Context: an optimization exercise on an open-source flow, tuned for small area, a short achievable clock period and few clock cycles. The choices shown serve that exercise and are no tape-out recipe.
Where RTL was checked, it was by simulation tests only, not by an equivalence proof against the original.
The RTL of run 1 was laid out without a check of its function.
Power is estimated from default activity; no workload was simulated.

### design/flow/flow/run.sh
#!/bin/bash
# Standard layout, with repair_timing aiming for extra setup slack and plain
# buffers on the ports.
set -euo pipefail
bash standard.sh SETUP_SLACK_MARGIN=10 "BUFFER_PORTS_ARGS=-buffer_cell sky130_fd_sc_hd__buf_2" finish > standard.log 2>&1
### design/flow/standard.sh
#!/bin/bash
# synth_recipe.tcl (not shown) runs the flow's synth.tcl, then flattens the netlist and writes it again
# the make line also repeats each setting of config.mk as NAME=value (left out here)
make -C /OpenROAD-flow-scripts/flow DESIGN_CONFIG=/design/flow/config.mk WORK_HOME=/design/flow/orfs CLKGATE_MAP_FILE= SYNTH_SCRIPT=/design/flow/synth_recipe.tcl "${@:-finish}"
### design/flow/config.mk
export PLATFORM = sky130hd
export DESIGN_NAME = search_top
export DESIGN_NICKNAME = search_top
export VERILOG_FILES = /design/flow/design.v
export SDC_FILE = /design/flow/constraint.sdc
export NUM_CORES = 4
export LEC_CHECK = 0
export CAP_MARGIN = 20
export CORE_MARGIN = 2
export CORE_UTILIZATION = 60
export CTS_CLUSTER_DIAMETER = 150
export CTS_CLUSTER_SIZE = 25
export SLEW_MARGIN = 20
### design/flow/constraint.sdc
create_clock -name core_clock -period 14.0 [get_ports {clk_100mhz}]
set_input_delay 2.8000 -clock core_clock [delete_from_list [all_inputs] [get_ports {clk_100mhz}]]
set_output_delay 2.8000 -clock core_clock [all_outputs]
set_load 0.01 [all_outputs]
### design/flow/design.v
package search_pkg;
  typedef logic [15:0] coord_t;
  typedef logic [15:0] vertex_id_t;
  typedef logic [39:0] dist_t;
  typedef logic [7:0] k_t;
  typedef logic [1:0] op_t;
  localparam op_t op_query = 2'd0;
  localparam op_t op_vertex = 2'd1;
  localparam op_t op_end = 2'd2;
endpackage
module sq_tree (
  input  logic [15:0] y,
  input  logic        neg,
  output logic [31:0] s,
  output logic [31:0] c
);
  logic pp_0_1;
  logic pp_0_2;
  logic pp_0_3;
  logic pp_0_4;
  logic pp_0_5;
  logic pp_0_6;
  logic pp_0_7;
  logic pp_0_8;
  logic pp_0_9;
  logic pp_0_10;
  logic pp_0_11;
  logic pp_0_12;
  logic pp_0_13;
  logic pp_0_14;
  logic pp_0_15;
  logic pp_1_2;
  logic pp_1_3;
  logic pp_1_4;
  logic pp_1_5;
  logic pp_1_6;
  logic pp_1_7;
  logic pp_1_8;
  logic pp_1_9;
  logic pp_1_10;
  logic pp_1_11;
  logic pp_1_12;
  logic pp_1_13;
  logic pp_1_14;
  logic pp_1_15;
  logic pp_2_3;
  logic pp_2_4;
  logic pp_2_5;
  logic pp_2_6;
  logic pp_2_7;
  logic pp_2_8;
  logic pp_2_9;
  logic pp_2_10;
  logic pp_2_11;
  logic pp_2_12;
  logic pp_2_13;
  logic pp_2_14;
  logic pp_2_15;
  logic pp_3_4;
  logic pp_3_5;
  logic pp_3_6;
  logic pp_3_7;
  logic pp_3_8;
  logic pp_3_9;
  logic pp_3_10;
  logic pp_3_11;
  logic pp_3_12;
  logic pp_3_13;
  logic pp_3_14;
  logic pp_3_15;
  logic pp_4_5;
  logic pp_4_6;
  logic pp_4_7;
  logic pp_4_8;
  logic pp_4_9;
  logic pp_4_10;
  logic pp_4_11;
  logic pp_4_12;
  logic pp_4_13;
  logic pp_4_14;
  logic pp_4_15;
  logic pp_5_6;
  logic pp_5_7;
  logic pp_5_8;
  logic pp_5_9;
  logic pp_5_10;
  logic pp_5_11;
  logic pp_5_12;
  logic pp_5_13;
  logic pp_5_14;
  logic pp_5_15;
  logic pp_6_7;
  logic pp_6_8;
  logic pp_6_9;
  logic pp_6_10;
  logic pp_6_11;
  logic pp_6_12;
  logic pp_6_13;
  logic pp_6_14;
  logic pp_6_15;
  logic pp_7_8;
  logic pp_7_9;
  logic pp_7_10;
  logic pp_7_11;
  logic pp_7_12;
  logic pp_7_13;
  logic pp_7_14;
  logic pp_7_15;
  logic pp_8_9;
  logic pp_8_10;
  logic pp_8_11;
  logic pp_8_12;
  logic pp_8_13;
  logic pp_8_14;
  logic pp_8_15;
  logic pp_9_10;
  logic pp_9_11;
  logic pp_9_12;
  logic pp_9_13;
  logic pp_9_14;
  logic pp_9_15;
  logic pp_10_11;
  logic pp_10_12;
  logic pp_10_13;
  logic pp_10_14;
  logic pp_10_15;
  logic pp_11_12;
  logic pp_11_13;
  logic pp_11_14;
  logic pp_11_15;
  logic pp_12_13;
  logic pp_12_14;
  logic pp_12_15;
  logic pp_13_14;
  logic pp_13_15;
  logic pp_14_15;
  logic ny_0;
  logic ny_1;
  logic ny_2;
  logic ny_3;
  logic ny_4;
  logic ny_5;
  logic ny_6;
  logic ny_7;
  logic ny_8;
  logic ny_9;
  logic ny_10;
  logic ny_11;
  logic ny_12;
  logic ny_13;
  logic ny_14;
  logic ny_15;
  logic hs0;
  logic hc0;
  logic hs1;
  logic hc1;
  logic hs2;
  logic hc2;
  logic fs3;
  logic fc3;
  logic hs4;
  logic hc4;
  logic fs5;
  logic fc5;
  logic hs6;
  logic hc6;
  logic fs7;
  logic fc7;
  logic fs8;
  logic fc8;
  logic hs9;
  logic hc9;
  logic fs10;
  logic fc10;
  logic fs11;
  logic fc11;
  logic hs12;
  logic hc12;
  logic fs13;
  logic fc13;
  logic fs14;
  logic fc14;
  logic fs15;
  logic fc15;
  logic fs16;
  logic fc16;
  logic fs17;
  logic fc17;
  logic hs18;
  logic hc18;
  logic fs19;
  logic fc19;
  logic fs20;
  logic fc20;
  logic hs21;
  logic hc21;
  logic fs22;
  logic fc22;
  logic hs23;
  logic hc23;
  logic fs24;
  logic fc24;
  logic hs25;
  logic hc25;
  logic hs26;
  logic hc26;
  logic hs27;
  logic hc27;
  logic hs28;
  logic hc28;
  logic hs29;
  logic hc29;
  logic fs30;
  logic fc30;
  logic hs31;
  logic hc31;
  logic fs32;
  logic fc32;
  logic hs33;
  logic hc33;
  logic fs34;
  logic fc34;
  logic fs35;
  logic fc35;
  logic fs36;
  logic fc36;
  logic fs37;
  logic fc37;
  logic fs38;
  logic fc38;
  logic fs39;
  logic fc39;
  logic fs40;
  logic fc40;
  logic fs41;
  logic fc41;
  logic fs42;
  logic fc42;
  logic fs43;
  logic fc43;
  logic fs44;
  logic fc44;
  logic fs45;
  logic fc45;
  logic fs46;
  logic fc46;
  logic fs47;
  logic fc47;
  logic fs48;
  logic fc48;
  logic fs49;
  logic fc49;
  logic fs50;
  logic fc50;
  logic fs51;
  logic fc51;
  logic fs52;
  logic fc52;
  logic fs53;
  logic fc53;
  logic fs54;
  logic fc54;
  logic fs55;
  logic fc55;
  logic fs56;
  logic fc56;
  logic fs57;
  logic fc57;
  logic fs58;
  logic fc58;
  logic fs59;
  logic fc59;
  logic fs60;
  logic fc60;
  logic hs61;
  logic hc61;
  logic fs62;
  logic fc62;
  logic hs63;
  logic hc63;
  logic hs64;
  logic hc64;
  logic hs65;
  logic hc65;
  logic hs66;
  logic hc66;
  logic hs67;
  logic hc67;
  logic fs68;
  logic fc68;
  logic fs69;
  logic fc69;
  logic fs70;
  logic fc70;
  logic fs71;
  logic fc71;
  logic fs72;
  logic fc72;
  logic fs73;
  logic fc73;
  logic fs74;
  logic fc74;
  logic fs75;
  logic fc75;
  logic fs76;
  logic fc76;
  logic fs77;
  logic fc77;
  logic fs78;
  logic fc78;
  logic fs79;
  logic fc79;
  logic fs80;
  logic fc80;
  logic fs81;
  logic fc81;
  logic fs82;
  logic fc82;
  logic fs83;
  logic fc83;
  logic fs84;
  logic fc84;
  logic fs85;
  logic fc85;
  logic fs86;
  logic fc86;
  logic fs87;
  logic fc87;
  logic fs88;
  logic fc88;
  logic hs89;
  logic hc89;
  logic hs90;
  logic hc90;
  logic hs91;
  logic hc91;
  logic hs92;
  logic hc92;
  logic fs93;
  logic fc93;
  logic fs94;
  logic fc94;
  logic fs95;
  logic fc95;
  logic fs96;
  logic fc96;
  logic fs97;
  logic fc97;
  logic fs98;
  logic fc98;
  logic fs99;
  logic fc99;
  logic fs100;
  logic fc100;
  logic fs101;
  logic fc101;
  logic fs102;
  logic fc102;
  logic fs103;
  logic fc103;
  logic fs104;
  logic fc104;
  logic fs105;
  logic fc105;
  logic fs106;
  logic fc106;
  logic fs107;
  logic fc107;
  logic fs108;
  logic fc108;
  logic fs109;
  logic fc109;
  logic fs110;
  logic fc110;
  logic fs111;
  logic fc111;
  logic fs112;
  logic fc112;
  logic fs113;
  logic fc113;
  logic fs114;
  logic fc114;
  logic fs115;
  logic fc115;
  logic fs116;
  logic fc116;
  logic fs117;
  logic fc117;
  logic hs118;
  logic hc118;
  logic hs119;
  logic hc119;
  assign pp_0_1 = y[0] & y[1];
  assign pp_0_2 = y[0] & y[2];
  assign pp_0_3 = y[0] & y[3];
  assign pp_0_4 = y[0] & y[4];
  assign pp_0_5 = y[0] & y[5];
  assign pp_0_6 = y[0] & y[6];
  assign pp_0_7 = y[0] & y[7];
  assign pp_0_8 = y[0] & y[8];
  assign pp_0_9 = y[0] & y[9];
  assign pp_0_10 = y[0] & y[10];
  assign pp_0_11 = y[0] & y[11];
  assign pp_0_12 = y[0] & y[12];
  assign pp_0_13 = y[0] & y[13];
  assign pp_0_14 = y[0] & y[14];
  assign pp_0_15 = y[0] & y[15];
  assign pp_1_2 = y[1] & y[2];
  assign pp_1_3 = y[1] & y[3];
  assign pp_1_4 = y[1] & y[4];
  assign pp_1_5 = y[1] & y[5];
  assign pp_1_6 = y[1] & y[6];
  assign pp_1_7 = y[1] & y[7];
  assign pp_1_8 = y[1] & y[8];
  assign pp_1_9 = y[1] & y[9];
  assign pp_1_10 = y[1] & y[10];
  assign pp_1_11 = y[1] & y[11];
  assign pp_1_12 = y[1] & y[12];
  assign pp_1_13 = y[1] & y[13];
  assign pp_1_14 = y[1] & y[14];
  assign pp_1_15 = y[1] & y[15];
  assign pp_2_3 = y[2] & y[3];
  assign pp_2_4 = y[2] & y[4];
  assign pp_2_5 = y[2] & y[5];
  assign pp_2_6 = y[2] & y[6];
  assign pp_2_7 = y[2] & y[7];
  assign pp_2_8 = y[2] & y[8];
  assign pp_2_9 = y[2] & y[9];
  assign pp_2_10 = y[2] & y[10];
  assign pp_2_11 = y[2] & y[11];
  assign pp_2_12 = y[2] & y[12];
  assign pp_2_13 = y[2] & y[13];
  assign pp_2_14 = y[2] & y[14];
  assign pp_2_15 = y[2] & y[15];
  assign pp_3_4 = y[3] & y[4];
  assign pp_3_5 = y[3] & y[5];
  assign pp_3_6 = y[3] & y[6];
  assign pp_3_7 = y[3] & y[7];
  assign pp_3_8 = y[3] & y[8];
  assign pp_3_9 = y[3] & y[9];
  assign pp_3_10 = y[3] & y[10];
  assign pp_3_11 = y[3] & y[11];
  assign pp_3_12 = y[3] & y[12];
  assign pp_3_13 = y[3] & y[13];
  assign pp_3_14 = y[3] & y[14];
  assign pp_3_15 = y[3] & y[15];
  assign pp_4_5 = y[4] & y[5];
  assign pp_4_6 = y[4] & y[6];
  assign pp_4_7 = y[4] & y[7];
  assign pp_4_8 = y[4] & y[8];
  assign pp_4_9 = y[4] & y[9];
  assign pp_4_10 = y[4] & y[10];
  assign pp_4_11 = y[4] & y[11];
  assign pp_4_12 = y[4] & y[12];
  assign pp_4_13 = y[4] & y[13];
  assign pp_4_14 = y[4] & y[14];
  assign pp_4_15 = y[4] & y[15];
  assign pp_5_6 = y[5] & y[6];
  assign pp_5_7 = y[5] & y[7];
  assign pp_5_8 = y[5] & y[8];
  assign pp_5_9 = y[5] & y[9];
  assign pp_5_10 = y[5] & y[10];
  assign pp_5_11 = y[5] & y[11];
  assign pp_5_12 = y[5] & y[12];
  assign pp_5_13 = y[5] & y[13];
  assign pp_5_14 = y[5] & y[14];
  assign pp_5_15 = y[5] & y[15];
  assign pp_6_7 = y[6] & y[7];
  assign pp_6_8 = y[6] & y[8];
  assign pp_6_9 = y[6] & y[9];
  assign pp_6_10 = y[6] & y[10];
  assign pp_6_11 = y[6] & y[11];
  assign pp_6_12 = y[6] & y[12];
  assign pp_6_13 = y[6] & y[13];
  assign pp_6_14 = y[6] & y[14];
  assign pp_6_15 = y[6] & y[15];
  assign pp_7_8 = y[7] & y[8];
  assign pp_7_9 = y[7] & y[9];
  assign pp_7_10 = y[7] & y[10];
  assign pp_7_11 = y[7] & y[11];
  assign pp_7_12 = y[7] & y[12];
  assign pp_7_13 = y[7] & y[13];
  assign pp_7_14 = y[7] & y[14];
  assign pp_7_15 = y[7] & y[15];
  assign pp_8_9 = y[8] & y[9];
  assign pp_8_10 = y[8] & y[10];
  assign pp_8_11 = y[8] & y[11];
  assign pp_8_12 = y[8] & y[12];
  assign pp_8_13 = y[8] & y[13];
  assign pp_8_14 = y[8] & y[14];
  assign pp_8_15 = y[8] & y[15];
  assign pp_9_10 = y[9] & y[10];
  assign pp_9_11 = y[9] & y[11];
  assign pp_9_12 = y[9] & y[12];
  assign pp_9_13 = y[9] & y[13];
  assign pp_9_14 = y[9] & y[14];
  assign pp_9_15 = y[9] & y[15];
  assign pp_10_11 = y[10] & y[11];
  assign pp_10_12 = y[10] & y[12];
  assign pp_10_13 = y[10] & y[13];
  assign pp_10_14 = y[10] & y[14];
  assign pp_10_15 = y[10] & y[15];
  assign pp_11_12 = y[11] & y[12];
  assign pp_11_13 = y[11] & y[13];
  assign pp_11_14 = y[11] & y[14];
  assign pp_11_15 = y[11] & y[15];
  assign pp_12_13 = y[12] & y[13];
  assign pp_12_14 = y[12] & y[14];
  assign pp_12_15 = y[12] & y[15];
  assign pp_13_14 = y[13] & y[14];
  assign pp_13_15 = y[13] & y[15];
  assign pp_14_15 = y[14] & y[15];
  assign ny_0 = y[0] & neg;
  assign ny_1 = y[1] & neg;
  assign ny_2 = y[2] & neg;
  assign ny_3 = y[3] & neg;
  assign ny_4 = y[4] & neg;
  assign ny_5 = y[5] & neg;
  assign ny_6 = y[6] & neg;
  assign ny_7 = y[7] & neg;
  assign ny_8 = y[8] & neg;
  assign ny_9 = y[9] & neg;
  assign ny_10 = y[10] & neg;
  assign ny_11 = y[11] & neg;
  assign ny_12 = y[12] & neg;
  assign ny_13 = y[13] & neg;
  assign ny_14 = y[14] & neg;
  assign ny_15 = y[15] & neg;
  assign hs0 = pp_0_15 ^ pp_1_14;
  assign hc0 = pp_0_15 & pp_1_14;
  assign hs1 = pp_0_9 ^ pp_1_8;
  assign hc1 = pp_0_9 & pp_1_8;
  assign hs2 = pp_0_10 ^ pp_1_9;
  assign hc2 = pp_0_10 & pp_1_9;
  assign fs3 = pp_0_11 ^ pp_1_10 ^ pp_2_9;
  assign fc3 = (pp_0_11 & pp_1_10) | (pp_0_11 & pp_2_9) | (pp_1_10 & pp_2_9);
  assign hs4 = pp_3_8 ^ pp_4_7;
  assign hc4 = pp_3_8 & pp_4_7;
  assign fs5 = pp_0_12 ^ pp_1_11 ^ pp_2_10;
  assign fc5 = (pp_0_12 & pp_1_11) | (pp_0_12 & pp_2_10) | (pp_1_11 & pp_2_10);
  assign hs6 = pp_3_9 ^ pp_4_8;
  assign hc6 = pp_3_9 & pp_4_8;
  assign fs7 = pp_0_13 ^ pp_1_12 ^ pp_2_11;
  assign fc7 = (pp_0_13 & pp_1_12) | (pp_0_13 & pp_2_11) | (pp_1_12 & pp_2_11);
  assign fs8 = pp_3_10 ^ pp_4_9 ^ pp_5_8;
  assign fc8 = (pp_3_10 & pp_4_9) | (pp_3_10 & pp_5_8) | (pp_4_9 & pp_5_8);
  assign hs9 = pp_6_7 ^ y[7];
  assign hc9 = pp_6_7 & y[7];
  assign fs10 = pp_0_14 ^ pp_1_13 ^ pp_2_12;
  assign fc10 = (pp_0_14 & pp_1_13) | (pp_0_14 & pp_2_12) | (pp_1_13 & pp_2_12);
  assign fs11 = pp_3_11 ^ pp_4_10 ^ pp_5_9;
  assign fc11 = (pp_3_11 & pp_4_10) | (pp_3_11 & pp_5_9) | (pp_4_10 & pp_5_9);
  assign hs12 = pp_6_8 ^ ny_14;
  assign hc12 = pp_6_8 & ny_14;
  assign fs13 = hs0 ^ pp_2_13 ^ pp_3_12;
  assign fc13 = (hs0 & pp_2_13) | (hs0 & pp_3_12) | (pp_2_13 & pp_3_12);
  assign fs14 = pp_4_11 ^ pp_5_10 ^ pp_6_9;
  assign fc14 = (pp_4_11 & pp_5_10) | (pp_4_11 & pp_6_9) | (pp_5_10 & pp_6_9);
  assign fs15 = pp_7_8 ^ y[8] ^ ny_15;
  assign fc15 = (pp_7_8 & y[8]) | (pp_7_8 & ny_15) | (y[8] & ny_15);
  assign fs16 = pp_1_15 ^ pp_2_14 ^ pp_3_13;
  assign fc16 = (pp_1_15 & pp_2_14) | (pp_1_15 & pp_3_13) | (pp_2_14 & pp_3_13);
  assign fs17 = pp_4_12 ^ pp_5_11 ^ pp_6_10;
  assign fc17 = (pp_4_12 & pp_5_11) | (pp_4_12 & pp_6_10) | (pp_5_11 & pp_6_10);
  assign hs18 = pp_7_9 ^ hc0;
  assign hc18 = pp_7_9 & hc0;
  assign fs19 = pp_2_15 ^ pp_3_14 ^ pp_4_13;
  assign fc19 = (pp_2_15 & pp_3_14) | (pp_2_15 & pp_4_13) | (pp_3_14 & pp_4_13);
  assign fs20 = pp_5_12 ^ pp_6_11 ^ pp_7_10;
  assign fc20 = (pp_5_12 & pp_6_11) | (pp_5_12 & pp_7_10) | (pp_6_11 & pp_7_10);
  assign hs21 = pp_8_9 ^ y[9];
  assign hc21 = pp_8_9 & y[9];
  assign fs22 = pp_3_15 ^ pp_4_14 ^ pp_5_13;
  assign fc22 = (pp_3_15 & pp_4_14) | (pp_3_15 & pp_5_13) | (pp_4_14 & pp_5_13);
  assign hs23 = pp_6_12 ^ pp_7_11;
  assign hc23 = pp_6_12 & pp_7_11;
  assign fs24 = pp_4_15 ^ pp_5_14 ^ pp_6_13;
  assign fc24 = (pp_4_15 & pp_5_14) | (pp_4_15 & pp_6_13) | (pp_5_14 & pp_6_13);
  assign hs25 = pp_7_12 ^ pp_8_11;
  assign hc25 = pp_7_12 & pp_8_11;
  assign hs26 = pp_5_15 ^ pp_6_14;
  assign hc26 = pp_5_15 & pp_6_14;
  assign hs27 = pp_6_15 ^ pp_7_14;
  assign hc27 = pp_6_15 & pp_7_14;
  assign hs28 = pp_0_5 ^ pp_1_4;
  assign hc28 = pp_0_5 & pp_1_4;
  assign hs29 = pp_0_6 ^ pp_1_5;
  assign hc29 = pp_0_6 & pp_1_5;
  assign fs30 = pp_0_7 ^ pp_1_6 ^ pp_2_5;
  assign fc30 = (pp_0_7 & pp_1_6) | (pp_0_7 & pp_2_5) | (pp_1_6 & pp_2_5);
  assign hs31 = pp_3_4 ^ y[4];
  assign hc31 = pp_3_4 & y[4];
  assign fs32 = pp_0_8 ^ pp_1_7 ^ pp_2_6;
  assign fc32 = (pp_0_8 & pp_1_7) | (pp_0_8 & pp_2_6) | (pp_1_7 & pp_2_6);
  assign hs33 = pp_3_5 ^ ny_8;
  assign hc33 = pp_3_5 & ny_8;
  assign fs34 = hs1 ^ pp_2_7 ^ pp_3_6;
  assign fc34 = (hs1 & pp_2_7) | (hs1 & pp_3_6) | (pp_2_7 & pp_3_6);
  assign fs35 = pp_4_5 ^ y[5] ^ ny_9;
  assign fc35 = (pp_4_5 & y[5]) | (pp_4_5 & ny_9) | (y[5] & ny_9);
  assign fs36 = hs2 ^ pp_2_8 ^ pp_3_7;
  assign fc36 = (hs2 & pp_2_8) | (hs2 & pp_3_7) | (pp_2_8 & pp_3_7);
  assign fs37 = pp_4_6 ^ ny_10 ^ hc1;
  assign fc37 = (pp_4_6 & ny_10) | (pp_4_6 & hc1) | (ny_10 & hc1);
  assign fs38 = fs3 ^ hs4 ^ pp_5_6;
  assign fc38 = (fs3 & hs4) | (fs3 & pp_5_6) | (hs4 & pp_5_6);
  assign fs39 = y[6] ^ ny_11 ^ hc2;
  assign fc39 = (y[6] & ny_11) | (y[6] & hc2) | (ny_11 & hc2);
  assign fs40 = fs5 ^ hs6 ^ pp_5_7;
  assign fc40 = (fs5 & hs6) | (fs5 & pp_5_7) | (hs6 & pp_5_7);
  assign fs41 = ny_12 ^ fc3 ^ hc4;
  assign fc41 = (ny_12 & fc3) | (ny_12 & hc4) | (fc3 & hc4);
  assign fs42 = fs7 ^ fs8 ^ hs9;
  assign fc42 = (fs7 & fs8) | (fs7 & hs9) | (fs8 & hs9);
  assign fs43 = ny_13 ^ fc5 ^ hc6;
  assign fc43 = (ny_13 & fc5) | (ny_13 & hc6) | (fc5 & hc6);
  assign fs44 = fs10 ^ fs11 ^ hs12;
  assign fc44 = (fs10 & fs11) | (fs10 & hs12) | (fs11 & hs12);
  assign fs45 = fc7 ^ fc8 ^ hc9;
  assign fc45 = (fc7 & fc8) | (fc7 & hc9) | (fc8 & hc9);
  assign fs46 = fs13 ^ fs14 ^ fs15;
  assign fc46 = (fs13 & fs14) | (fs13 & fs15) | (fs14 & fs15);
  assign fs47 = fc10 ^ fc11 ^ hc12;
  assign fc47 = (fc10 & fc11) | (fc10 & hc12) | (fc11 & hc12);
  assign fs48 = fs16 ^ fs17 ^ hs18;
  assign fc48 = (fs16 & fs17) | (fs16 & hs18) | (fs17 & hs18);
  assign fs49 = fc13 ^ fc14 ^ fc15;
  assign fc49 = (fc13 & fc14) | (fc13 & fc15) | (fc14 & fc15);
  assign fs50 = fs19 ^ fs20 ^ hs21;
  assign fc50 = (fs19 & fs20) | (fs19 & hs21) | (fs20 & hs21);
  assign fs51 = fc16 ^ fc17 ^ hc18;
  assign fc51 = (fc16 & fc17) | (fc16 & hc18) | (fc17 & hc18);
  assign fs52 = fs22 ^ hs23 ^ pp_8_10;
  assign fc52 = (fs22 & hs23) | (fs22 & pp_8_10) | (hs23 & pp_8_10);
  assign fs53 = fc19 ^ fc20 ^ hc21;
  assign fc53 = (fc19 & fc20) | (fc19 & hc21) | (fc20 & hc21);
  assign fs54 = fs24 ^ hs25 ^ pp_9_10;
  assign fc54 = (fs24 & hs25) | (fs24 & pp_9_10) | (hs25 & pp_9_10);
  assign fs55 = y[10] ^ fc22 ^ hc23;
  assign fc55 = (y[10] & fc22) | (y[10] & hc23) | (fc22 & hc23);
  assign fs56 = hs26 ^ pp_7_13 ^ pp_8_12;
  assign fc56 = (hs26 & pp_7_13) | (hs26 & pp_8_12) | (pp_7_13 & pp_8_12);
  assign fs57 = pp_9_11 ^ fc24 ^ hc25;
  assign fc57 = (pp_9_11 & fc24) | (pp_9_11 & hc25) | (fc24 & hc25);
  assign fs58 = hs27 ^ pp_8_13 ^ pp_9_12;
  assign fc58 = (hs27 & pp_8_13) | (hs27 & pp_9_12) | (pp_8_13 & pp_9_12);
  assign fs59 = pp_10_11 ^ y[11] ^ hc26;
  assign fc59 = (pp_10_11 & y[11]) | (pp_10_11 & hc26) | (y[11] & hc26);
  assign fs60 = pp_7_15 ^ pp_8_14 ^ pp_9_13;
  assign fc60 = (pp_7_15 & pp_8_14) | (pp_7_15 & pp_9_13) | (pp_8_14 & pp_9_13);
  assign hs61 = pp_10_12 ^ hc27;
  assign hc61 = pp_10_12 & hc27;
  assign fs62 = pp_8_15 ^ pp_9_14 ^ pp_10_13;
  assign fc62 = (pp_8_15 & pp_9_14) | (pp_8_15 & pp_10_13) | (pp_9_14 & pp_10_13);
  assign hs63 = pp_11_12 ^ y[12];
  assign hc63 = pp_11_12 & y[12];
  assign hs64 = pp_9_15 ^ pp_10_14;
  assign hc64 = pp_9_15 & pp_10_14;
  assign hs65 = pp_10_15 ^ pp_11_14;
  assign hc65 = pp_10_15 & pp_11_14;
  assign hs66 = pp_0_3 ^ pp_1_2;
  assign hc66 = pp_0_3 & pp_1_2;
  assign hs67 = pp_0_4 ^ pp_1_3;
  assign hc67 = pp_0_4 & pp_1_3;
  assign fs68 = hs28 ^ pp_2_3 ^ y[3];
  assign fc68 = (hs28 & pp_2_3) | (hs28 & y[3]) | (pp_2_3 & y[3]);
  assign fs69 = hs29 ^ pp_2_4 ^ ny_6;
  assign fc69 = (hs29 & pp_2_4) | (hs29 & ny_6) | (pp_2_4 & ny_6);
  assign fs70 = fs30 ^ hs31 ^ ny_7;
  assign fc70 = (fs30 & hs31) | (fs30 & ny_7) | (hs31 & ny_7);
  assign fs71 = fs32 ^ hs33 ^ fc30;
  assign fc71 = (fs32 & hs33) | (fs32 & fc30) | (hs33 & fc30);
  assign fs72 = fs34 ^ fs35 ^ fc32;
  assign fc72 = (fs34 & fs35) | (fs34 & fc32) | (fs35 & fc32);
  assign fs73 = fs36 ^ fs37 ^ fc34;
  assign fc73 = (fs36 & fs37) | (fs36 & fc34) | (fs37 & fc34);
  assign fs74 = fs38 ^ fs39 ^ fc36;
  assign fc74 = (fs38 & fs39) | (fs38 & fc36) | (fs39 & fc36);
  assign fs75 = fs40 ^ fs41 ^ fc38;
  assign fc75 = (fs40 & fs41) | (fs40 & fc38) | (fs41 & fc38);
  assign fs76 = fs42 ^ fs43 ^ fc40;
  assign fc76 = (fs42 & fs43) | (fs42 & fc40) | (fs43 & fc40);
  assign fs77 = fs44 ^ fs45 ^ fc42;
  assign fc77 = (fs44 & fs45) | (fs44 & fc42) | (fs45 & fc42);
  assign fs78 = fs46 ^ fs47 ^ fc44;
  assign fc78 = (fs46 & fs47) | (fs46 & fc44) | (fs47 & fc44);
  assign fs79 = fs48 ^ fs49 ^ fc46;
  assign fc79 = (fs48 & fs49) | (fs48 & fc46) | (fs49 & fc46);
  assign fs80 = fs50 ^ fs51 ^ fc48;
  assign fc80 = (fs50 & fs51) | (fs50 & fc48) | (fs51 & fc48);
  assign fs81 = fs52 ^ fs53 ^ fc50;
  assign fc81 = (fs52 & fs53) | (fs52 & fc50) | (fs53 & fc50);
  assign fs82 = fs54 ^ fs55 ^ fc52;
  assign fc82 = (fs54 & fs55) | (fs54 & fc52) | (fs55 & fc52);
  assign fs83 = fs56 ^ fs57 ^ fc54;
  assign fc83 = (fs56 & fs57) | (fs56 & fc54) | (fs57 & fc54);
  assign fs84 = fs58 ^ fs59 ^ fc56;
  assign fc84 = (fs58 & fs59) | (fs58 & fc56) | (fs59 & fc56);
  assign fs85 = fs60 ^ hs61 ^ fc58;
  assign fc85 = (fs60 & hs61) | (fs60 & fc58) | (hs61 & fc58);
  assign fs86 = fs62 ^ hs63 ^ fc60;
  assign fc86 = (fs62 & hs63) | (fs62 & fc60) | (hs63 & fc60);
  assign fs87 = hs64 ^ pp_11_13 ^ fc62;
  assign fc87 = (hs64 & pp_11_13) | (hs64 & fc62) | (pp_11_13 & fc62);
  assign fs88 = hs65 ^ pp_12_13 ^ y[13];
  assign fc88 = (hs65 & pp_12_13) | (hs65 & y[13]) | (pp_12_13 & y[13]);
  assign hs89 = pp_11_15 ^ pp_12_14;
  assign hc89 = pp_11_15 & pp_12_14;
  assign hs90 = pp_12_15 ^ pp_13_14;
  assign hc90 = pp_12_15 & pp_13_14;
  assign hs91 = pp_0_1 ^ y[1];
  assign hc91 = pp_0_1 & y[1];
  assign hs92 = pp_0_2 ^ ny_2;
  assign hc92 = pp_0_2 & ny_2;
  assign fs93 = hs66 ^ y[2] ^ ny_3;
  assign fc93 = (hs66 & y[2]) | (hs66 & ny_3) | (y[2] & ny_3);
  assign fs94 = hs67 ^ ny_4 ^ hc66;
  assign fc94 = (hs67 & ny_4) | (hs67 & hc66) | (ny_4 & hc66);
  assign fs95 = fs68 ^ ny_5 ^ hc67;
  assign fc95 = (fs68 & ny_5) | (fs68 & hc67) | (ny_5 & hc67);
  assign fs96 = fs69 ^ hc28 ^ fc68;
  assign fc96 = (fs69 & hc28) | (fs69 & fc68) | (hc28 & fc68);
  assign fs97 = fs70 ^ hc29 ^ fc69;
  assign fc97 = (fs70 & hc29) | (fs70 & fc69) | (hc29 & fc69);
  assign fs98 = fs71 ^ hc31 ^ fc70;
  assign fc98 = (fs71 & hc31) | (fs71 & fc70) | (hc31 & fc70);
  assign fs99 = fs72 ^ hc33 ^ fc71;
  assign fc99 = (fs72 & hc33) | (fs72 & fc71) | (hc33 & fc71);
  assign fs100 = fs73 ^ fc35 ^ fc72;
  assign fc100 = (fs73 & fc35) | (fs73 & fc72) | (fc35 & fc72);
  assign fs101 = fs74 ^ fc37 ^ fc73;
  assign fc101 = (fs74 & fc37) | (fs74 & fc73) | (fc37 & fc73);
  assign fs102 = fs75 ^ fc39 ^ fc74;
  assign fc102 = (fs75 & fc39) | (fs75 & fc74) | (fc39 & fc74);
  assign fs103 = fs76 ^ fc41 ^ fc75;
  assign fc103 = (fs76 & fc41) | (fs76 & fc75) | (fc41 & fc75);
  assign fs104 = fs77 ^ fc43 ^ fc76;
  assign fc104 = (fs77 & fc43) | (fs77 & fc76) | (fc43 & fc76);
  assign fs105 = fs78 ^ fc45 ^ fc77;
  assign fc105 = (fs78 & fc45) | (fs78 & fc77) | (fc45 & fc77);
  assign fs106 = fs79 ^ fc47 ^ fc78;
  assign fc106 = (fs79 & fc47) | (fs79 & fc78) | (fc47 & fc78);
  assign fs107 = fs80 ^ fc49 ^ fc79;
  assign fc107 = (fs80 & fc49) | (fs80 & fc79) | (fc49 & fc79);
  assign fs108 = fs81 ^ fc51 ^ fc80;
  assign fc108 = (fs81 & fc51) | (fs81 & fc80) | (fc51 & fc80);
  assign fs109 = fs82 ^ fc53 ^ fc81;
  assign fc109 = (fs82 & fc53) | (fs82 & fc81) | (fc53 & fc81);
  assign fs110 = fs83 ^ fc55 ^ fc82;
  assign fc110 = (fs83 & fc55) | (fs83 & fc82) | (fc55 & fc82);
  assign fs111 = fs84 ^ fc57 ^ fc83;
  assign fc111 = (fs84 & fc57) | (fs84 & fc83) | (fc57 & fc83);
  assign fs112 = fs85 ^ fc59 ^ fc84;
  assign fc112 = (fs85 & fc59) | (fs85 & fc84) | (fc59 & fc84);
  assign fs113 = fs86 ^ hc61 ^ fc85;
  assign fc113 = (fs86 & hc61) | (fs86 & fc85) | (hc61 & fc85);
  assign fs114 = fs87 ^ hc63 ^ fc86;
  assign fc114 = (fs87 & hc63) | (fs87 & fc86) | (hc63 & fc86);
  assign fs115 = fs88 ^ hc64 ^ fc87;
  assign fc115 = (fs88 & hc64) | (fs88 & fc87) | (hc64 & fc87);
  assign fs116 = hs89 ^ hc65 ^ fc88;
  assign fc116 = (hs89 & hc65) | (hs89 & fc88) | (hc65 & fc88);
  assign fs117 = hs90 ^ y[14] ^ hc89;
  assign fc117 = (hs90 & y[14]) | (hs90 & hc89) | (y[14] & hc89);
  assign hs118 = pp_13_15 ^ hc90;
  assign hc118 = pp_13_15 & hc90;
  assign hs119 = pp_14_15 ^ y[15];
  assign hc119 = pp_14_15 & y[15];
  assign s = {hc119, hs119, hs118, fs117, fs116, fs115, fs114, fs113, fs112, fs111, fs110, fs109, fs108, fs107, fs106, fs105, fs104, fs103, fs102, fs101, fs100, fs99, fs98, fs97, fs96, fs95, fs94, fs93, hs92, hs91, ny_0, y[0]};
  assign c = {1'b0, hc118, fc117, fc116, fc115, fc114, fc113, fc112, fc111, fc110, fc109, fc108, fc107, fc106, fc105, fc104, fc103, fc102, fc101, fc100, fc99, fc98, fc97, fc96, fc95, fc94, fc93, hc92, hc91, ny_1, 1'b0, neg};
endmodule
`timescale 1ns/1ps
module search_top
#(
  parameter int DIM = 4,
  parameter int PQ_LENGTH = 5,
  parameter int IN_DEPTH = 4,
  parameter int OUT_CREDITS = 2
) (
  input  logic                   clk_100mhz,
  input  logic                   sys_rst,
  input  logic                   in_valid,
  input  logic [1:0]             in_op,
  input  logic [$clog2(DIM)-1:0] in_index,
  input  logic [15:0]            in_data,
  input  logic [15:0]            in_id,
  output logic                   in_credit,
  output logic                   res_valid,
  output logic [15:0]            res_id,
  output logic [39:0]            res_dist,
  output logic                   res_last,
  input  logic                   out_credit
);
  localparam int DW = 35;    
  localparam int NQ = PQ_LENGTH;
  logic in_q, in_c, in_e;
  assign in_q = in_valid && (in_op == 2'd0);
  assign in_c = in_valid && (in_op == 2'd1);
  assign in_e = in_valid && (in_op == 2'd2);
  logic       busy;       
  logic       cq;         
  logic [2:0] owed;       
  logic [3:0] nfree;      
  logic       withhold;
  logic       credit_d;
  logic       r_e, d_e, s_e, pe, drain_on;
  logic [2:0] owed_inc, owed_dec;
  logic [3:0] nfree_inc;
  logic       nfree_full;
  assign owed_inc   = owed + 3'd1;
  assign owed_dec   = owed - 3'd1;
  assign nfree_inc  = nfree + 4'd1;
  assign nfree_full = (nfree > 4'd3 + 4'(owed));
  assign busy     = r_e || d_e || s_e || pe || drain_on;
  assign withhold = busy && nfree_full && (in_c || in_e);
  assign credit_d = (in_valid && !withhold) || (!busy && (owed != 3'd0));
  always_ff @(posedge clk_100mhz) begin
    if (sys_rst) begin
      in_credit <= 1'b0;
      owed      <= 3'd0;
      nfree     <= 4'd0;
      cq        <= 1'b0;
    end else begin
      in_credit <= credit_d;
      if (in_valid && withhold) begin
        owed <= owed_inc;
      end else if (!in_valid && !busy && owed != 3'd0) begin
        owed <= owed_dec;
      end
      if (!busy) begin
        nfree <= 4'd0;
      end else if (in_c || in_e) begin
        nfree <= nfree_inc;
      end
      if (in_e) begin
        cq <= 1'b0;
      end else if (in_c && in_index == 2'(DIM - 1)) begin
        cq <= 1'b1;
      end
    end
  end
  logic [15:0] cand_id;
  always_ff @(posedge clk_100mhz) begin
    if (in_c && in_index == 2'(DIM - 1)) begin
      cand_id <= in_id;
    end
  end
  logic        r_q, r_c;
  logic [1:0]  r_idx;
  logic [15:0] r_data;
  always_ff @(posedge clk_100mhz) begin
    if (sys_rst) begin
      r_q <= 1'b0;
      r_c <= 1'b0;
      r_e <= 1'b0;
    end else begin
      r_q <= in_q;
      r_c <= in_c;
      r_e <= in_e && cq;
    end
    r_idx  <= in_index;
    r_data <= in_data;
  end
  logic [15:0] qry [DIM];
  always_ff @(posedge clk_100mhz) begin
    if (r_q) begin
      qry[r_idx] <= r_data;
    end
  end
  logic        d_c, d_first, d_last;
  logic [15:0] d_y;       
  logic        d_neg;     
  logic [16:0] sub;
  logic [15:0] qsel;
  logic [2:0]  k_clamp;
  assign qsel = qry[r_idx];
  assign sub  = {1'b0, r_data} - {1'b0, qsel};
  always_comb begin
    if (r_data[7:0] == 8'd0) begin
      k_clamp = 3'd1;
    end else if (r_data[7:0] > 8'(PQ_LENGTH)) begin
      k_clamp = 3'(PQ_LENGTH);
    end else begin
      k_clamp = r_data[2:0];
    end
  end
  always_ff @(posedge clk_100mhz) begin
    if (sys_rst) begin
      d_c <= 1'b0;
      d_e <= 1'b0;
    end else begin
      d_c <= r_c;
      d_e <= r_e;
    end
    d_first <= (r_idx == 2'd0);
    d_last  <= (r_idx == 2'(DIM - 1));
    d_y     <= sub[15:0] ^ {16{sub[16]}};
    d_neg   <= sub[16];
  end
  logic [31:0] sq_s, sq_c;
  logic [31:0] s_s, s_cy;
  logic        s_c, s_first, s_last;
  sq_tree sq0 (
    .y(d_y),
    .neg(d_neg),
    .s(sq_s),
    .c(sq_c)
  );
  always_ff @(posedge clk_100mhz) begin
    if (sys_rst) begin
      s_c <= 1'b0;
      s_e <= 1'b0;
    end else begin
      s_c <= d_c;
      s_e <= d_e;
    end
    s_first <= d_first;
    s_last  <= d_last;
    s_s     <= sq_s;
    s_cy    <= sq_c;
  end
  logic [DW-1:0] acc;
  logic          a_done;    
  logic          take;      
  logic [DW-1:0] acc_in, csa_x, csa_y;
  assign acc_in = s_first ? DW'(0) : acc;
  assign csa_x  = acc_in ^ DW'(s_s) ^ DW'(s_cy);
  assign csa_y  = ((acc_in & DW'(s_s)) | (acc_in & DW'(s_cy)) | (DW'(s_s) & DW'(s_cy))) << 1;
  always_ff @(posedge clk_100mhz) begin
    if (s_c) begin
      acc <= csa_x + csa_y;
    end
  end
  always_ff @(posedge clk_100mhz) begin
    if (sys_rst) begin
      a_done <= 1'b0;
    end else begin
      a_done <= (s_c && s_last) || (a_done && !take);
    end
  end
  logic [DW-1:0] n_d;
  logic [15:0]   n_id;
  logic          n_valid;
  logic [1:0]    n_ph;      
  logic          n_c2, n_r1, n_r2;    
  logic [2:0]    pe_k;      
  logic          start;     
  logic [2:0]    n_p;       
  logic          ins;
  logic          step;
  logic          beat;
  logic          last_beat;
  logic [DW-1:0] q_d  [NQ];
  logic [15:0]   q_id [NQ];
  logic [2:0]    q_rk [NQ];
  logic [2:0]    q_cnt;
  logic [2:0]    sel_rk;    
  logic [NQ-1:0] sel_hit;
  logic [DW-1:0] sel_d;
  logic [15:0]   sel_id;
  logic          r_le;
  logic [2:0]    dr_j;      
  logic [2:0]    dr_j1;     
  logic [2:0]    n_plo;     
  logic          n_drop;    
  assign take = a_done && (!n_valid || ins) && !pe;
  always_comb begin
    case (n_ph)
      2'd0:    n_plo = 3'd0;
      2'd1:    n_plo = n_c2 ? 3'd3 : 3'd0;
      2'd2:    n_plo = {n_c2, n_r1} == 2'b11 ? 3'd4 : {n_c2, n_r1} == 2'b10 ? 3'd3 :
                       {n_c2, n_r1} == 2'b01 ? 3'd2 : 3'd0;
      default: n_plo = n_p;
    endcase
  end
  assign n_drop = n_valid && (n_plo >= pe_k);
  assign step = n_valid && (n_ph != 2'd3) && !drain_on;
  assign ins  = n_valid && (n_ph == 2'd3) && !drain_on;
  always_comb begin
    if (drain_on) begin
      sel_rk = dr_j1;
    end else begin
      case (n_ph)
        2'd0:    sel_rk = 3'd2;
        2'd1:    sel_rk = n_c2 ? 3'd3 : 3'd1;
        default: sel_rk = n_c2 ? 3'd4 : 3'd0;
      endcase
    end
    sel_d  = '0;
    sel_id = '0;
    for (int i = 0; i < NQ; i++) begin
      sel_hit[i] = (q_rk[i] == sel_rk);
      sel_d  = sel_d  | (q_d[i]  & {DW{sel_hit[i]}});
      sel_id = sel_id | (q_id[i] & {16{sel_hit[i]}});
    end
    r_le = (sel_rk < q_cnt) && (sel_d <= n_d);
    case ({n_c2, n_r1})
      2'b00:   n_p = n_r2 ? 3'd1 : 3'd0;
      2'b01:   n_p = 3'd2;
      2'b10:   n_p = 3'd3;
      default: n_p = n_r2 ? 3'd5 : 3'd4;
    endcase
  end
  always_ff @(posedge clk_100mhz) begin
    if (take) begin
      n_d  <= acc;
      n_id <= cand_id;
    end
  end
  always_ff @(posedge clk_100mhz) begin
    if (sys_rst) begin
      n_valid <= 1'b0;
      n_ph    <= 2'd0;
      n_c2    <= 1'b0;
      n_r1    <= 1'b0;
      n_r2    <= 1'b0;
    end else begin
      n_valid <= take || (n_valid && !ins && !(start && n_drop));
      if (take || ins || last_beat) begin
        n_ph <= 2'd0;
      end else if (step) begin
        n_ph <= n_ph + 2'd1;
      end
      if (step && n_ph == 2'd0) begin
        n_c2 <= r_le;
      end
      if (step && n_ph == 2'd1) begin
        n_r1 <= r_le;
      end
      if (step && n_ph == 2'd2) begin
        n_r2 <= r_le;
      end
    end
  end
  logic [2:0]    top_rk;    
  logic [NQ-1:0] wr;
  logic          ins_take;
  assign top_rk   = (q_cnt == 3'(NQ)) ? 3'(NQ - 1) : q_cnt;
  assign ins_take = ins && (n_p != 3'(NQ));
  always_comb begin
    for (int i = 0; i < NQ; i++) begin
      wr[i] = ins_take && (q_rk[i] == top_rk);
    end
  end
  always_ff @(posedge clk_100mhz) begin
    for (int i = 0; i < NQ; i++) begin
      if (wr[i]) begin
        q_d[i]  <= n_d;
        q_id[i] <= n_id;
      end
    end
  end
  always_ff @(posedge clk_100mhz) begin
    if (sys_rst) begin
      for (int i = 0; i < NQ; i++) begin
        q_rk[i] <= 3'(i);
      end
      q_cnt <= 3'd0;
    end else begin
      if (last_beat) begin
        q_cnt <= 3'd0;
      end else if (ins_take && q_cnt != 3'(NQ)) begin
        q_cnt <= q_cnt + 3'd1;
      end
      if (ins_take) begin
        for (int i = 0; i < NQ; i++) begin
          if (wr[i]) begin
            q_rk[i] <= n_p;
          end else if (q_rk[i] >= n_p && q_rk[i] < top_rk) begin
            q_rk[i] <= q_rk[i] + 3'd1;
          end
        end
      end
    end
  end
  logic [DW-1:0] h_d;
  logic [15:0]   h_id;
  always_ff @(posedge clk_100mhz) begin
    if (beat) begin
      h_d  <= sel_d;
      h_id <= sel_id;
    end else if (ins_take && n_p == 3'd0) begin
      h_d  <= n_d;
      h_id <= n_id;
    end
  end
  logic [2:0] dr_left;    
  logic [1:0] cred;       
  logic [2:0] dr_nxt;
  logic [1:0] cred_nxt;
  assign beat      = res_valid;
  assign last_beat = res_valid && res_last;
  assign start     = pe && !drain_on && (!n_valid || ins || n_drop);
  always_ff @(posedge clk_100mhz) begin
    if (sys_rst) begin
      pe <= 1'b0;
    end else begin
      pe <= s_e || (pe && !start);
    end
    if (r_e) begin
      pe_k <= k_clamp;
    end
  end
  always_comb begin
    cred_nxt = cred - 2'(beat) + 2'(out_credit);
    dr_nxt   = dr_left;
    if (last_beat) begin
      dr_nxt = 3'd0;
    end else if (beat) begin
      dr_nxt = dr_left - 3'd1;
    end else if (start) begin
      dr_nxt = pe_k;
    end
  end
  logic [2:0] j_nxt;
  logic [2:0] cnt_nxt;
  always_comb begin
    j_nxt = dr_j;
    if (last_beat) begin
      j_nxt = 3'd0;
    end else if (beat) begin
      j_nxt = dr_j + 3'd1;
    end
    cnt_nxt = q_cnt;
    if (last_beat) begin
      cnt_nxt = 3'd0;
    end else if (ins_take && q_cnt != 3'(NQ)) begin
      cnt_nxt = q_cnt + 3'd1;
    end
  end
  always_ff @(posedge clk_100mhz) begin
    if (sys_rst) begin
      dr_j  <= 3'd0;
      dr_j1 <= 3'd1;
    end else begin
      dr_j  <= j_nxt;
      dr_j1 <= j_nxt + 3'd1;
    end
  end
  always_ff @(posedge clk_100mhz) begin
    if (sys_rst) begin
      dr_left   <= 3'd0;
      drain_on  <= 1'b0;
      cred      <= 2'(OUT_CREDITS);
      res_valid <= 1'b0;
    end else begin
      dr_left   <= dr_nxt;
      drain_on  <= (dr_nxt != 3'd0);
      cred      <= cred_nxt;
      res_valid <= (dr_nxt != 3'd0) && (cred_nxt != 2'd0);
    end
    res_last <= (dr_nxt == 3'd1) || (j_nxt + 3'd1 >= cnt_nxt);
  end
  assign res_id   = h_id;
  assign res_dist = {5'd0, h_d};
endmodule
==> results by group, run 1 <==
Status
  – Outcome: finished clean

Timing
  – RSZ-0062 raised after global routing: true
  – Final Hold Viols: 0
  – Setup tns final: 0 ps
  – Actual slew at the worst max-slew pin: 1070 ps
  – Pins Over Slew Limit: 0
  – Rel. slew slack: 28.4%
  – Final min period: 4020 ps
  – Fmax: 249 MHz
  – Count of final setup violators: 0
  – Worst Skew: 38.2 ps
  – Final period utilization: 28.7%

Worst setup path
  – Critical path fanouts, max: 1
  – Worst r2r path cells: 19
  – Worst r2r dst: n_c2
  – Reg2reg start: n_ph[1]
  – Crit path from: h_d[26]
  – Critical path launch point type: flop
  – Crit path buf inv count: 1
  – CP arrival: 1220 ps
  – Worst path slowest cell: edfxtp_1
  – Worst reg2reg setup slack: 10,080 ps
  – Required @ worst endpoint: 11,200 ps
  – Slowest cell delay on critical path: 430 ps
  – Critical Path Sink Type: primary output
  – Worst path top cell family by delay: flip-flops
  – Crit-path cells: buf_2
  – Worst Setup Path Type: flop to primary output

Route
  – Antenna-violating nets left: 0
  – DR vias: 17,253
  – Iter 0 DRT Violations: 1,379
  – Vias/cell: 5.67
  – First-pass DRT Iterations: 6
  – Drc violations: 0
  – Mean routed wirelength per cell: 19.8 um
  – Post-Route WL: 60,100 um

Cells and area
  – Final net count: 2,681
  – Fin cells: 3,041
  – Most frequent cells in the layout: edfxtp_1 (475), inv_1 (184), ha_1 (172), dfxtp_1 (152), nand2_1 (150)
  – Final core utilization: 65.1%
  – Fill count: 3,776
  – Area growth syn-to-layout: 7.89%
  – Design Area, Final: 32,500 um2
  – Most common cell after layout, fill and taps aside: edfxtp_1
  – N_diodes: 0
  – Layout cells sized above 1: 10.6%

Logic synthesis
  – Yosys cell types: 88
  – Synth Area in XOR/XNOR: 2.57%
  – Mean Syn Cell Area: 13.3 um2
  – Fraction of synthesized area in multiplexers: 1.61%
  – Simple-Gate Fraction of Synth Area: 9.13%
  – Sequential area share after synthesis: 57.8%
  – Post-synth ARST share: 0%
  – Compound-gate portion of the synthesized area: 9.87%
  – Post-synth EDFFs: 475
  – Ys flop type: edfxtp_1
  – Synth warn: 4
  – #FFs+latches synth: 632
  – Fraction of the mapped netlist area in adder cells: 15.2%
  – Synthesized cell area: 30,100 um2
  – Syn Inst Count: 2,269
  – Main combinational cell family by area after synthesis: adder cells

Global route
  – Global-route wire length before repair: 96,300 um
  – Vias in the first global route: 17,599
  – Overall routing resource usage: 23.3%
  – Largest net degree at the start of global routing: 69
  – GRT overflow: 0
  – Initial antenna violation count: 0

Placed design
  – Dpl cells: 2,973
  – RePlAce Congestion: 0.827
  – Final HPWL DP: 38,400 um
  – I/O Buffers: 93
  – Placement Cell Area: 31,300 um2

Clock tree
  – CTS Buf Count: 29
  – Clock root buffer: clkbuf_16
  – CTS Sinks: 632
  – Htree depth: 1
  – CTS tree: done
  – CTS clk-pin slew, worst paths: 100 ps
  – Maximum buffer depth of the clock tree: 3
  – Clk Latency, worst-skew pair: 640 ps

Die
  – Die Span Y: 228 um
  – Die ar.: 52,000 um2
  – Initial Utilization: 60.4%
  – Row count: 82
  – Core area: 49,900 um2
  – IO Pins: 99
  – Chip width: 228 um

Power
  – Leakage: 12.5 nW
  – Max VDD drop: 0.160 mV
  – Total Power: 6.33 mW
  – PD cells: 195 nW/um2

Flow run
  – Max-cap viol count: 0

Worst hold path
  – Origin of the worst min-delay path: d_last
  – HP Class: flop to flop
  – Worst Hold Endpoint: s_last
  – WHS Path Cells: 0
## power breakdown
group	total [mW]	internal [mW]	switching [mW]	leakage, nW
Sequential	2.47	2.29	0.186	5.59
Clock	0.963	0.399	0.565	0.398
Combinational	2.89	1.28	1.61	6.52
## metrics by stage
stage | setup slack (ps) | hold slack (ps)
5_1_grt | 9880 | 336
3_3_place_gp | 9590 | 316
4_1_cts | 9960 | 334
2_1_floorplan | 9880 | 310
3_5_place_dp | 9470 | 315
6_report | 9980 | 325
## per-layer routing
metal | up-vias | share of wire, % | global-route usage [%]
li1 | 8285 | - | -
met3 | 72 | 3.5 | 2.01
met1 | 8575 | 46 | 32.7
met2 | 321 | 48 | 39.8
met5 | - | 0 | 0
met4 | 0 | 2.7 | 5.96
## how the worst max path moves through the flow
stage	to	slack [ps]	cells after the start
6_report	res_dist[26]	9980	1
5_1_grt	n_c2	9880	20
4_1_cts	res_dist[26]	9960	1
3_5_place_dp	n_r2	9470	18
3_3_place_gp	cand_id[4]	9590	3
2_1_floorplan	owed[2]	9880	7
## synthesized netlist by cell type, drive strengths merged, types with 3 or more instances
cell | count | area share (%)
mux2i | 10 | 0.37
nand3b | 5 | 0.12
o21bai | 5 | 0.12
a211o | 3 | 0.087
nor2b | 65 | 1.4
a21o | 36 | 0.90
o21a | 14 | 0.35
and2 | 114 | 2.4
a2111oi | 3 | 0.11
or2 | 9 | 0.19
o41ai | 3 | 0.14
nor3 | 17 | 0.28
nand2 | 152 | 1.9
o31a | 4 | 0.12
a21boi | 4 | 0.11
fa | 119 | 7.9
buf | 45 | 0.86
xnor2 | 66 | 1.9
xor2 | 19 | 0.55
nand3 | 9 | 0.17
inv | 194 | 2.4
and3 | 5 | 0.10
nor2 | 101 | 1.3
nor3b | 3 | 0.075
edfxtp | 475 | 47
a31oi | 24 | 0.55
nand2b | 21 | 0.44
o21ai | 94 | 1.6
a211oi | 21 | 0.66
clkbuf | 42 | 0.53
mux4 | 16 | 1.2
ha | 175 | 7.3
or3 | 8 | 0.20
a221oi | 5 | 0.17
a22oi | 53 | 1.3
nand4 | 20 | 0.42
a222oi | 51 | 1.7
a21oi | 70 | 1.2
dfxtp | 157 | 10
## worst reg2reg max path, cell delays in order (launching register included)
cell       delay [ps]
dfxtp_2           360
inv_2              70
ha_4              190
mux2i_4           280
buf_4             180
xnor2_1           100
o21ai_1           120
a211oi_4          210
clkbuf_16         320
a22oi_1           200
nand2_1           100
ha_1              240
a21o_1            160
a21o_1            180
a21oi_2           160
o2111ai_2         160
a21oi_2           220
nor2_1             60
o31a_1            330
o21ai_1           180
## registers in the layout, summed over array words and instances (netlist names), 4 cells and up
signal / flops
n_id: 16
acc: 35
s_s: 32
r_data: 16
h_id: 16
q_d: 175
q_rk: 15
h_d: 35
cand_id: 16
nfree: 4
n_d: 35
s_cy: 30
qry: 64
q_id: 80
d_y: 16
## cells by family after synthesis
kind of cell,after synthesis
DFF,632
and+or+nand+nor,536
AOI/OAI and AO/OA,412
adders and majority gates,294
buffers and inverters,281
xor gates and xnor gates,86
muxes,27
other,1
## timing repair
| action | CTS | global route |
|---|---|---|
| pin swaps | 2 | 11 |
| resized for setup | 29 | 24 |
| setup endpoints to repair | 23 | 27 |
| buffers inserted | 2 | 9 |
| cloned | 1 | 3 |
| hold buffers | 0 | 0 |
## cell type report
cell class                 count  area [um2]  area share, %
multi-input combinational   1360       11800           36.2
sequential                   632       17400           53.6
clock buffer                  51         808           2.49
tap                          672         841           2.59
clock inverter                 2        28.8         0.0886
timing repair buffer         130         888           2.73
inverter                     194         732           2.25
==> run 2, diff against run 1 <==
--- a/design/flow/design.v
+++ b/design/flow/design.v
@@ -894,8 +894,8 @@
     end
     d_first <= (r_idx == 2'd0);
     d_last  <= (r_idx == 2'(DIM - 1));
-    d_y     <= sub[15:0] ^ {16{sub[16]}};
-    d_neg   <= sub[16];
+    d_y     <= (sub[15:0] ^ {16{sub[16]}}) & {16{r_c}};
+    d_neg   <= sub[16] && r_c;
   end
   logic [31:0] sq_s, sq_c;
   logic [31:0] s_s, s_cy;
@@ -923,13 +923,11 @@
   logic          a_done;    
   logic          take;      
   logic [DW-1:0] acc_in, csa_x, csa_y;
-  assign acc_in = s_first ? DW'(0) : acc;
+  assign acc_in = (s_c && s_first) ? DW'(0) : acc;
   assign csa_x  = acc_in ^ DW'(s_s) ^ DW'(s_cy);
   assign csa_y  = ((acc_in & DW'(s_s)) | (acc_in & DW'(s_cy)) | (DW'(s_s) & DW'(s_cy))) << 1;
   always_ff @(posedge clk_100mhz) begin
-    if (s_c) begin
-      acc <= csa_x + csa_y;
-    end
+    acc <= csa_x + csa_y;
   end
   always_ff @(posedge clk_100mhz) begin
     if (sys_rst) begin
--- a/design/flow/config.mk
+++ b/design/flow/config.mk
@@ -7,7 +7,8 @@
 export LEC_CHECK = 0
 export CAP_MARGIN = 20
 export CORE_MARGIN = 2
-export CORE_UTILIZATION = 60
+export CORE_UTILIZATION = 50
 export CTS_CLUSTER_DIAMETER = 150
 export CTS_CLUSTER_SIZE = 25
+export PLACE_DENSITY = 0.8
 export SLEW_MARGIN = 20
==> results by group, run 2 <==
Global route
  – Vias in the first global route: 18,741
  – Largest net degree at the start of global routing: 103
  – Overall routing resource usage: 19.4%
  – Global-route wire length before repair: 95,800 um
  – GRT overflow: 0
  – Initial antenna violation count: 1

Flow run
  – Max-cap viol count: 0

Route
  – First-pass DRT Iterations: 9
  – Drc violations: 0
  – Iter 0 DRT Violations: 1,555
  – DR vias: 18,097
  – Post-Route WL: 59,200 um
  – Antenna-violating nets left: 0
  – Mean routed wirelength per cell: 18.7 um
  – Vias/cell: 5.73

Clock tree
  – Cts hold-fix bufs: 0
  – Maximum buffer depth of the clock tree: 3
  – CTS clk-pin slew, worst paths: 100 ps
  – CTS Sinks: 632
  – Clock root buffer: clkbuf_16
  – Clk Latency, worst-skew pair: 630 ps
  – Htree depth: 1
  – CTS tree: done
  – CTS Buf Count: 29

Worst hold path
  – HP Class: flop to flop
  – Origin of the worst min-delay path: d_last

Logic synthesis
  – Syn Inst Count: 2,293
  – Top-area cell type share of the netlist area: 44.3%
  – Synth warn: 4
  – Post-synth EDFFs: 440
  – Post-synth ARST share: 0%
  – Yosys cell types: 79
  – Mean Syn Cell Area: 13.0 um2
  – Synth top cells by count: edfxtp_1 (440), dfxtp_1 (192), inv_1 (188)
  – #FFs+latches synth: 632
  – Post-synth top area cell: edfxtp_1
  – Synthesized cell area: 29,800 um2
  – Ys flop type: edfxtp_1
  – Sequential area share after synthesis: 57.1%
  – Most frequent cell after synthesis: edfxtp_1
  – Synth top area cells: edfxtp_1 (44%), dfxtp_1 (13%), fa_1 (8.0%), ha_1 (7.3%), and2_1 (2.9%)

Timing
  – Worst Skew: 25.4 ps
  – Fmax: 248 MHz
  – Count of final setup violators: 0
  – Pins Over Slew Limit: 0
  – Setup tns final: 0 ps
  – Actual slew at the worst max-slew pin: 869 ps
  – Rel. slew slack: 41.7%
  – RSZ-0062 raised after global routing: true
  – Final period utilization: 28.9%
  – Final Hold Viols: 0
  – Final min period: 4040 ps

Status
  – Outcome: finished clean

Cells and area
  – Largest regs: q_d x175, q_id x80, qry x64
  – Top reg by flops: q_d
  – Max reg flops: 175
  – Layout cells sized above 1: 9.34%
  – Most frequent cells in the layout: edfxtp_1 (440), dfxtp_1 (187), inv_1 (182), ha_1 (172), and2_1 (140)
  – Final net count: 2,699
  – Fill count: 4,680
  – Most common cell after layout, fill and taps aside: edfxtp_1
  – Design Area, Final: 32,300 um2
  – Area growth syn-to-layout: 8.05%
  – Fin cells: 3,161

Power
  – Clk pwr share: 22.8%
  – Comb pwr share: 24.5%
  – PD cells: 130 nW/um2
  – Sequential power share: 52.7%
  – Sw frac: 29.5%
  – Max VDD drop: 0.125 mV
  – Leakage: 12.8 nW
  – P_sw: 1.24 mW
  – Internal power: 2.95 mW

Worst setup path
  – Worst path top cell family by delay: flip-flops
  – Crit-path cells: buf_6
  – Slowest cell delay on critical path: 460 ps
  – Worst Setup Path Type: flop to primary output
  – Required @ worst endpoint: 11,200 ps
  – CP arrival: 1240 ps
  – Critical path fanouts, max: 1
  – Critical Path Sink Type: primary output
  – Crit path from: h_d[14]
  – Crit path buf inv count: 1
  – Worst path slowest cell: edfxtp_1
  – Reg2reg start: n_ph[0]
  – Critical path launch point type: flop

Placed design
  – Placement Cell Area: 31,200 um2
  – RePlAce Congestion: 0.868
  – Dpl cells: 3,095
  – I/O Buffers: 93
  – Final HPWL DP: 38,900 um

Die
  – IO Pins: 99
  – Row count: 89
  – Chip width: 248 um
  – Initial Utilization: 50.6%
  – Die Span Y: 248 um
  – Core area: 59,000 um2
  – Die ar.: 61,700 um2
-- run 2: cell count changes in the layout (fill, tap and decap cells not counted), sizes merged, moves of 33 or more --
cell,previous run,this run
dfxtp,157,192
a31oi,24,61
nor2b,65,27
o21ai,94,61
edfxtp,475,440
nor2,101,134
-- run 2: repair_timing --
action | in CTS | in global routing
cloned | 0 | 0
pin swaps | 6 | 8
gates resized for setup | 18 | 24
setup endpoints to repair | 21 | 31
setup buffers | 8 | 4
-- run 2: cells by family (layout without fill, tap and decap cells) --
| logic type | Yosys count | in the layout | synth area share [%] |
|---|---|---|---|
| XOR/XNOR | 89 | 89 | 2.66 |
| buffers and inverters | 275 | 365 | 3.67 |
| other | 1 | 6 | 0.0126 |
| AO/OA/AOI/OAI | 440 | 440 | 10.4 |
| AND/OR/NAND/NOR | 528 | 528 | 8.99 |
| multiplexers | 34 | 34 | 1.83 |
| adder cells (fa/ha/maj) | 294 | 294 | 15.3 |
| flip-flops | 632 | 632 | 57.1 |
-- run 2: final timing paths --
kind / end / slack, ps / cells past startpoint
setup / recovery: res_dist[14] / 9960 / 1
hold / removal: s_last / 330 / 0
setup reg to reg: n_r2 / 10180 / 19
hold reg to reg: s_last / 330 / 0
-- run 2: per-layer routing --
metal	track usage (%)	part of all wire (%)	vias up
met5	0	0	-
met4	5.95	2.9	0
met3	2.10	6.2	112
met2	35.0	50	705
met1	24.4	41	8897
li1	-	-	8383
-- run 2: worst reg2reg max path: stages (launching register included) --
cell       delay (ps)
dfxtp_2           380
inv_1              70
ha_2              240
nor4b_4           320
a21oi_4           130
xor2_1            180
nand2_1           150
nor2_4             60
buf_12            200
a222oi_1          460
nand2_1           120
ha_1              320
and3_1            190
a22o_1            200
o21ai_0           150
o311ai_1          130
nor2_2            120
buf_4             150
o2111ai_1         110
nand3_1            90
-- run 2: area by class of cell --
type	count	area, um2	share of cell area [%]
multi-input combinational	1390	11900	36.9
antenna	1	2.50	0.00776
clock inverter	2	40.0	0.124
timing repair buffer	124	771	2.39
tap	773	967	3.00
clock buffer	51	808	2.51
inverter	188	706	2.19
sequential	632	17100	52.9
-- run 2: power groups by stage --
stage	Clock, mW	Sequential, mW	Combinational, mW
after floorplan	0	2.24	0.699
after global placement	0	2.24	0.936
after detailed placement	0	2.25	0.978
after CTS	0.986	2.20	1.00
after global routing	1.05	2.22	1.13
final	0.957	2.21	1.03
-- run 2: metrics by stage --
stage	hold slack, ps	power [mW]	setup WS (ps)	utilization, %
floorplan	310	2.94	9930	-
global placement	314	3.18	9730	52.8
detailed placement	318	3.23	9560	52.8
CTS	332	4.19	9930	54.4
global route	332	4.40	9920	54.6
finish	326	4.19	9960	54.6
Testbench counts of run 2, summed over its fixed seeds: cycles 18,905.
==> run 3, diff against run 2 <==
==> design/flow/flow/run.sh (replaced) <==
#!/bin/bash
# Standard layout, with repair_timing aiming for extra setup slack and plain
# buffers on the ports.
set -euo pipefail
bash standard.sh SETUP_SLACK_MARGIN=9.9 "BUFFER_PORTS_ARGS=-buffer_cell sky130_fd_sc_hd__buf_2" finish > standard.log 2>&1
--- a/design/flow/config.mk
+++ b/design/flow/config.mk
@@ -7,8 +7,7 @@
 export LEC_CHECK = 0
 export CAP_MARGIN = 20
 export CORE_MARGIN = 2
-export CORE_UTILIZATION = 50
+export CORE_UTILIZATION = 60
 export CTS_CLUSTER_DIAMETER = 150
 export CTS_CLUSTER_SIZE = 25
-export PLACE_DENSITY = 0.8
 export SLEW_MARGIN = 20
==> results by group, run 3 <==
Worst setup path
  – Crit-path cells: buf_2
  – Critical Path Sink Type: primary output
  – CP arrival: 1230 ps
  – Critical path launch point type: flop
  – Worst path top cell family by delay: flip-flops
  – Slowest cell delay on critical path: 450 ps
  – Worst path slowest cell: edfxtp_1
  – Crit path buf inv count: 1
  – Required @ worst endpoint: 11,200 ps
  – Critical path fanouts, max: 1
  – Worst Setup Path Type: flop to primary output

Logic synthesis
  – Synth warn: 4
  – Yosys cell types: 79
  – Ys flop type: edfxtp_1
  – Synthesized cell area: 29,800 um2
  – Mean Syn Cell Area: 13.0 um2
  – Post-synth ARST share: 0%
  – #FFs+latches synth: 632
  – Post-synth top area cell: edfxtp_1
  – Syn Inst Count: 2,293
  – Top-area cell type share of the netlist area: 44.3%
  – Post-synth EDFFs: 440
  – Synth top area cells: edfxtp_1 (44%), dfxtp_1 (13%), fa_1 (8.0%), ha_1 (7.3%), and2_1 (2.9%)
  – Synth top cells by count: edfxtp_1 (440), dfxtp_1 (192), inv_1 (188)
  – Sequential area share after synthesis: 57.1%
  – Most frequent cell after synthesis: edfxtp_1

Clock tree
  – Clk Latency, worst-skew pair: 620 ps
  – Htree depth: 1
  – Cts hold-fix bufs: 0
  – Clock root buffer: clkbuf_16
  – CTS clk-pin slew, worst paths: 90 ps
  – CTS tree: done
  – CTS Buf Count: 29
  – CTS Sinks: 632
  – Maximum buffer depth of the clock tree: 3

Placed design
  – Dpl cells: 2,986
  – Placement Cell Area: 31,000 um2
  – RePlAce Congestion: 0.855
  – Final HPWL DP: 38,600 um
  – I/O Buffers: 93

Cells and area
  – Fin cells: 3,052
  – Final net count: 2,700
  – Fill count: 3,740
  – Layout cells sized above 1: 9.09%
  – Design Area, Final: 32,100 um2
  – Largest regs: q_d x175, q_id x80, qry x64
  – Most common cell after layout, fill and taps aside: edfxtp_1
  – Max reg flops: 175
  – Area growth syn-to-layout: 7.41%
  – Final core utilization: 65.4%
  – Top reg by flops: q_d
  – Most frequent cells in the layout: edfxtp_1 (440), dfxtp_1 (188), inv_1 (182), ha_1 (174), and2_1 (140)
  – N_diodes: 0

Route
  – Iter 0 DRT Violations: 1,142
  – Drc violations: 0
  – Wl on met1: 26,500 um
  – Top routing layer in use: met4
  – Routed wl met3: 2640 um
  – DR vias: 17,552
  – Routed wl met2: 28,800 um
  – Mean routed wirelength per cell: 19.4 um
  – First-pass DRT Iterations: 7
  – Antenna-violating nets left: 0
  – Post-Route WL: 59,200 um
  – Vias/cell: 5.75

Timing
  – Pins Over Slew Limit: 0
  – Final min period: 4030 ps
  – Final period utilization: 28.8%
  – Count of final setup violators: 0
  – Fmax: 248 MHz
  – Final Hold Viols: 0
  – Rel. slew slack: 28.2%
  – Worst Skew: 37.2 ps
  – Hold_ws: 343 ps
  – Setup tns final: 0 ps
  – RSZ-0062 raised after global routing: true
  – Actual slew at the worst max-slew pin: 1080 ps

Die
  – Initial Utilization: 60.8%
  – Core area: 49,100 um2
  – Chip width: 227 um
  – IO Pins: 99
  – Die ar.: 51,500 um2
  – Row count: 81
  – Die Span Y: 227 um

Global route
  – Overall routing resource usage: 23.4%
  – Global-route wire length before repair: 95,200 um
  – Vias in the first global route: 17,837
  – Initial antenna violation count: 0
  – GRT overflow: 0
  – Largest net degree at the start of global routing: 62

Flow run
  – Max-cap viol count: 0

Power
  – PD cells: 130 nW/um2
  – Leakage: 12.8 nW
  – Max VDD drop: 0.106 mV

Status
  – Outcome: finished clean

Worst hold path
  – HP Class: flop to flop
run 3: cell count changes in the layout (fill, tap and decap cells not counted), sizes merged:
cell,previous run,this run
clkbuf,52,53
diode,1,0
run 3: cells by family after synthesis:
family          after synthesis  share of synthesized area (%)
other cells                   1                         0.0126
mux                          34                           1.83
flops                       632                           57.1
simple gates                528                           8.99
xor+xnor                     89                           2.66
fa+ha+maj                   294                           15.3
buf+inv                     275                           3.67
compound gates              440                           10.4
run 3: layout make-up:
cell class | count | area, um2 | area share, %
Sequential cell | 632 | 17100 | 53.2
Multi-Input combinational cell | 1390 | 11900 | 37.0
Tap cell | 664 | 831 | 2.59
Clock buffer | 51 | 808 | 2.52
Timing Repair Buffer | 125 | 757 | 2.36
Inverter | 188 | 706 | 2.20
Clock inverter | 2 | 28.8 | 0.0898
run 3: timing repair:
action	4_1_cts	5_1_grt
setup buffers	8	5
pin swaps	4	5
endpoints found under the setup margin	5	15
gates resized for setup	5	20
run 3: final timing paths:
kind | slack (ps) | end | start | cells past startpoint
setup / recovery | 9970 | res_dist[34] | h_d[34] | 1
hold / removal | 340 | s_first | d_first | 0
setup reg to reg | 10120 | n_c2 | n_ph[1] | 17
hold reg to reg | 340 | s_first | d_first | 0
run 3: power by group:
group | switching (mW) | internal, mW
clock network | 0.549 | 0.399
logic | 0.601 | 0.407
registers | 0.0664 | 2.13
total | 1.22 | 2.94
run 3: per-stage QoR:
| step | worst slack [ps] | total power [mW] |
|---|---|---|
| after floorplan | 9910 | 2.94 |
| after global placement | 9500 | 3.20 |
| after detailed placement | 9440 | 3.23 |
| after CTS | 9900 | 4.18 |
| after global routing | 9880 | 4.39 |
| final | 9970 | 4.15 |
run 3: metal layers:
layer	global-route usage, %	up-vias
met5	0	-
met4	5.25	0
met3	2.19	76
met2	40.9	412
met1	32.2	8685
li1	-	8379

Re-timed with assumed drivers on the ports (clkbuf_16 on the clock, buf_2 on other inputs), run 3 has 9.910 ns of setup slack against 9.967 ns with ideal ports, and 9.531 ns once port delays also move by the mid clock arrival of 0.657 ns.
